Source: an optimization exercise on an open RTL-to-GDS flow (aim: small area and a short achievable clock period). Production flows keep margins and buffers that such runs may drop. Function was checked by simulation only, so behaviour that the tests miss may differ from the original. No activity file was given, so power comes from the tool's default toggle rates.

Design fft_peak_detect, start of the top module:
module fft_peak_detect #(
  parameter int N_POINTS = 64,
  parameter int DATA_W   = 16,
  parameter int THRESH   = 1024,
  parameter int CONFIRM  = 2,
  parameter int LED_W    = 8,
  localparam int BIN_W   = fft_peak_detect_pkg::fft_bin_w(N_POINTS),
  localparam int MAG_W   = 2*DATA_W+1
) (
  input  logic                 CLOCK_50,
  input  logic                 KEY,
  input  logic                 s_valid,
  input  logic                 s_sop,
  input  logic                 s_eop,
  input  logic signed [DATA_W-1:0] s_re,
  input  logic signed [DATA_W-1:0] s_im,
  output logic                 peak_valid,
  output logic [BIN_W-1:0]     peak_bin,
  output logic [MAG_W-1:0]     peak_mag,
  output logic                 no_signal,
  output logic                 frame_err,
  output logic [LED_W-1:0]     LEDR
);
  logic [1:0]  k1;
  logic [15:0] re1, im1;
  always_ff @(posedge CLOCK_50) begin
    if (KEY) begin
      k1 <= 2'b00;
    end else begin
      k1 <= {s_valid & (s_sop | s_eop), s_valid & ~s_sop};
    end
  end
  always_ff @(posedge CLOCK_50) begin
    re1 <= s_re[15] ? 16'(-s_re) : s_re;
    im1 <= s_im[15] ? 16'(-s_im) : s_im;
  end
  logic [1:0]  k2;
  logic        k2_sop, k2_eop, k2_pl;
  logic [31:0] ms_d, mc_d, ms2, mc2;
  fft_mag_sq_cs u_sq (.a(re1), .b(im1), .s(ms_d), .c(mc_d));
  always_ff @(posedge CLOCK_50) begin
    if (KEY) begin
      k2 <= 2'b00;
    end else begin
      k2 <= k1;
    end
  end
  assign k2_pl  = ~k2[1] &  k2[0];
  assign k2_sop =  k2[1] & ~k2[0];
  assign k2_eop =  k2[1] &  k2[0];
  always_ff @(posedge CLOCK_50) begin
    ms2 <= ms_d;
    mc2 <= mc_d;
  end
  logic        inframe, first, armed;
  logic [5:0]  bin_cnt;
  logic [4:0]  max_bin, cand_bin;
  logic [31:0] max_mag, mag;
  logic        gt, compete, upd, last, good_eop, bad, no_sig_now, confirm;
  logic [31:0] dsum;
  logic [4:0]  pbin;
  logic [31:0] pmag;
  assign peak_bin = {1'b0, pbin};
  assign peak_mag = {1'b0, pmag};
  fft_add32 u_add (.a(ms2), .b(mc2), .s(mag));
  logic [31:0] cs_s, cs_c;
  assign cs_s = ms2 ^ mc2 ^ ~max_mag;
  assign cs_c = (ms2 & mc2) | (ms2 & ~max_mag) | (mc2 & ~max_mag);
  assign dsum = cs_s + {cs_c[30:0], 1'b0};
  assign gt   = ~dsum[31] & ~max_mag[31];
  assign last     = (bin_cnt == 6'd63);
  assign compete  = inframe & k2_pl & ~bin_cnt[5];
  assign upd      = compete & (first | gt);
  ...
For scale: ~1,200 cells after synthesis, about 87 I/O pins.
clock: 8.0 ns
lec_check: 0
cap_margin: 20
core_margin: 2
core_utilization: 40
cts_buf_list: sky130_fd_sc_hd__clkbuf_8 sky130_fd_sc_hd__clkbuf_16
place_density: 0.6
setup_slack_margin: 4.5
slew_margin: 20
standard.sh (not shown) runs the stock make flow with config.mk's settings and CLKGATE_MAP_FILE= SYNTH_SCRIPT=/design/flow/synth_recipe.tcl, a recipe that flattens the netlist after the stock synthesis.
==> flow/flow/run.sh <==
#!/bin/bash
# Standard ORFS layout with two changes:
#  1. after the standard synthesis, flow/polarity.py flips full adders
#     (FA(~a,~b,~c) = ~FA(a,b,c)) to remove most inverters between them;
#     registers and everything else are left as synthesis made them;
#  2. the ports are buffered with buf_1 instead of the default pick.
set -euo pipefail
R=orfs/results/sky130hd/fft_peak_detect/base
bash standard.sh synth > synth.log 2>&1
cp $R/1_2_yosys.v $R/1_2_yosys.std.v
python3 flow/polarity.py $R/1_2_yosys.std.v $R/1_2_yosys.v > polarity.log 2>&1
rm -f $R/1_synth.odb
bash standard.sh "BUFFER_PORTS_ARGS=-buffer_cell sky130_fd_sc_hd__buf_1" finish > flow.log 2>&1
Other scripts of this flow, unchanged in this note and not shown: flow/flow/polarity.py
Change:
--- a/flow/config.mk
+++ b/flow/config.mk
@@ -11 +11 @@
-export CTS_BUF_LIST = sky130_fd_sc_hd__clkbuf_8 sky130_fd_sc_hd__clkbuf_16
+export CTS_BUF_LIST = sky130_fd_sc_hd__clkbuf_8
- The new run finished clean
- setup slack improves by 0.010 ns
- routed wire length is about the same
- final area drops by about 1.3%
- flip-flop and latch count is unchanged
- synthesized cell count does not change
- total power goes down by about 4.3%
Change:
--- a/flow/config.mk
+++ b/flow/config.mk
@@ -11 +10,0 @@
-export CTS_BUF_LIST = sky130_fd_sc_hd__clkbuf_8
The changed run completed with no timing, DRC or antenna violations.
Cell count does not change.
Synthesized cell count does not change.
Critical path depth stays the same.
Core utilization came out higher by 0.57 points.
Worst hold slack barely changes.
Final area came out higher by 1.3%.
Setup slack degrades by 0.010 ns.
Synthesized area is unchanged.
Change:
--- a/flow/config.mk
+++ b/flow/config.mk
@@ -10,0 +11 @@
+export CTS_BUF_LIST = sky130_fd_sc_hd__clkbuf_4 sky130_fd_sc_hd__clkbuf_8
Effect: Setup slack gains 0.010 ns. Wire length hardly moves. Flip-flop and latch count is unchanged. Worst hold slack barely changes. Utilization came out lower by 0.57 points. Clock skew came out higher by 0.0064 ns. Combinational power barely changes. Clock-buffer cell count stays the same.

---

Another version of the RTL of fft_peak_detect (not shown whole).
For scale: roughly 87 I/O pins, ~15000 sq um of cells after synthesis.
// fft_peak_detect
module fft_peak_detect #(
  parameter int N_POINTS = 64,
  parameter int DATA_W   = 16,
  parameter int THRESH   = 1024,
  parameter int CONFIRM  = 2,
  parameter int LED_W    = 8,
  localparam int BIN_W   = fft_peak_detect_pkg::fft_bin_w(N_POINTS),
  localparam int MAG_W   = 2*DATA_W+1
) (
  input  logic                 CLOCK_50,
  input  logic                 KEY,
  input  logic                 s_valid,
  input  logic                 s_sop,
  input  logic                 s_eop,
  input  logic signed [DATA_W-1:0] s_re,
  input  logic signed [DATA_W-1:0] s_im,
  output logic                 peak_valid,
  output logic [BIN_W-1:0]     peak_bin,
  output logic [MAG_W-1:0]     peak_mag,
  output logic                 no_signal,
  output logic                 frame_err,
  output logic [LED_W-1:0]     LEDR
);
  logic        k1_sop, k1_eop, k1_pl;
  logic [15:0] re1, im1;
  always_ff @(posedge CLOCK_50) begin
    if (KEY) begin
      k1_sop <= 1'b0;
      k1_eop <= 1'b0;
      k1_pl  <= 1'b0;
    end else begin
      k1_sop <= s_valid & s_sop;
      k1_eop <= s_valid & ~s_sop & s_eop;
      k1_pl  <= s_valid & ~s_sop & ~s_eop;
    end
  end
  always_ff @(posedge CLOCK_50) begin
    re1 <= s_re;
    im1 <= s_im;
  end
  logic        k2_sop, k2_eop, k2_pl;
  logic [31:0] ms_d, mc_d, ms2, mc2;
  fft_mag_sq_cs u_sq (.a(re1), .b(im1), .s(ms_d), .c(mc_d));
  always_ff @(posedge CLOCK_50) begin
    if (KEY) begin
      k2_sop <= 1'b0;
  ...
Settings: LEC_CHECK=0, CAP_MARGIN=20, CORE_MARGIN=2, CORE_UTILIZATION=40, PLACE_DENSITY=0.6, SETUP_SLACK_MARGIN=5, SLEW_MARGIN=20; clock period 8.0 ns.
run.sh (not shown) runs the stock make flow with config.mk's settings and CLKGATE_MAP_FILE= SYNTH_SCRIPT=/design/flow/synth_recipe.tcl, a recipe that flattens the netlist after the stock synthesis.
Stock flow here: none of the scripts above is used.
The first run passed the timing, design-rule and antenna checks.
Next try:
SETUP_SLACK_MARGIN = unset   (was 5)
After rerunning: Die area is unchanged. Cell area drops by 10%. Sequential power barely changes. Routed wire length fell by 9.0%. Synthesized cell count does not change. Worst setup slack got worse by 680 ps. Clock skew barely changes.
Next try:
SETUP_SLACK_MARGIN = 4.5   (was unset)
What happened:
- clock power increases by 3.8%
- core utilization goes up by 2.2 points
- final cell count came out higher by 2.9%
- total power increases by 3.6%
- via count climbs by 4.1%
- sequential power hardly moves
- setup slack improved by 580 ps
- final area went up by 4.9%

---

== oak ==
fft_peak_detect, a different RTL version from the one above (not shown whole).
For scale: about 1,500 cells after synthesis.
Settings: LEC_CHECK=0, CAP_MARGIN=20, CORE_MARGIN=2, CORE_UTILIZATION=40, PLACE_DENSITY=0.6, SETUP_SLACK_MARGIN=4.5, SLEW_MARGIN=20; clock period 8.0 ns.
standard.sh (not shown) runs the stock make flow with config.mk's settings and CLKGATE_MAP_FILE= SYNTH_SCRIPT=/design/flow/synth_recipe.tcl, a recipe that flattens the netlist after the stock synthesis.
==> flow/flow/run.sh <==
#!/bin/bash
# Standard ORFS layout; the only change is the cell used to buffer the ports
# (a plain buf_1 instead of the default pick, a clock delay buffer).
set -euo pipefail
bash standard.sh "BUFFER_PORTS_ARGS=-buffer_cell sky130_fd_sc_hd__buf_1" finish > flow.log 2>&1
Both conditions hold for oak: the flow ran to the end and the final layout passed the timing, design-rule and antenna checks.
Edits applied to the flow inputs when going from oak to pine:
- SETUP_SLACK_MARGIN no longer set, was 4.5
==> flow/run.sh (new file) <==
#!/bin/bash
# synth_recipe.tcl (not shown) runs the flow's synth.tcl, then flattens the netlist and writes it again
# the make line also repeats each setting of config.mk as NAME=value (left out here)
make -C /OpenROAD-flow-scripts/flow DESIGN_CONFIG=/design/flow/config.mk WORK_HOME=/design/flow/orfs CLKGATE_MAP_FILE= SYNTH_SCRIPT=/design/flow/synth_recipe.tcl finish
removed: flow/flow/run.sh
removed: flow/standard.sh
[summary]
The final layout from pine, which completed every stage, passed the timing, design-rule and antenna checks at the end of the flow. Of the two values seen for launch point of the critical path, re1[7] was produced by pine and re1[8] by oak. mc2[17] as the last element of the critical path was reported by oak, and mc2[16] by pine. [compare] base=oak new=pine: worst hold slack up 0.050 ns, final total power saw a decrease. Area taken by flip-flops and latches of pine falls short of that of oak slightly. Relative to oak, leakage component of the power has gone up in pine.
Modified inputs, birch compared to pine
- putting SETUP_SLACK_MARGIN at 4.5 where nothing was set
Results
- Per the final summary, birch finished and its layout is clean on timing, DRC and antenna.
- Of birch and pine, it is birch that has the lower net switching fraction of the power.
- Going from pine to birch, mean instance size in the synthesized netlist shows no meaningful change, number of max-slew violations in the final report shows no meaningful change.
- Data required time of the worst path essentially unchanged between birch and pine.
- pine -> birch: post-synthesis compound-gate area fraction flat
- Routing usage on met2 (higher): birch
- [compare] base=pine new=birch: sequential power shows no meaningful change, timing-limited maximum frequency grew by about 16%.

what the ideal ports hide:
The results above use ideal ports. As a check the final layouts listed here were re-extracted and re-timed, cells and wires unchanged. Step 1 (the two cells are an assumption about what drives the block):
set clk [get_ports {CLOCK_50}]
set_driving_cell -lib_cell sky130_fd_sc_hd__clkbuf_16 $clk
set_driving_cell -lib_cell sky130_fd_sc_hd__buf_2 [delete_from_list [all_inputs] $clk]
Step 2, shift: input delay + t, output delay - t, t = (earliest + latest rising clock arrival at the registers) / 2. This alone moves slack from input paths to output paths. a / b / c = no drivers / after step 1 / after step 2; a / b = the first two.
run	t, ns	setup WS [ns]	pins driven straight from the clock port
the first run of note 1	0.498	4.575 / 4.575 / 4.575	1
the second run of note 1	0.540	4.585 / 4.585 / 4.585	1
the third run of note 1	0.498	4.575 / 4.575 / 4.575	1
the fourth run of note 1	0.540	4.585 / 4.585 / 4.585	1
the first run of note 2	0.493	4.374 / 4.374 / 4.374	1
the second run of note 2	0.492	3.695 / 3.695 / 3.695	1
the third run of note 2	0.493	4.276 / 4.276 / 4.276	1
oak	0.519	4.542 / 4.542 / 4.542	1
pine	0.498	4.070 / 4.070 / 4.070	1
birch	0.502	4.598 / 4.598 / 4.405	1
After both steps setup and hold are still met in every run listed. For birch, which loses most, drivers alone change the setup slack by 0.000 ns; drivers and shift together by -0.193 ns.
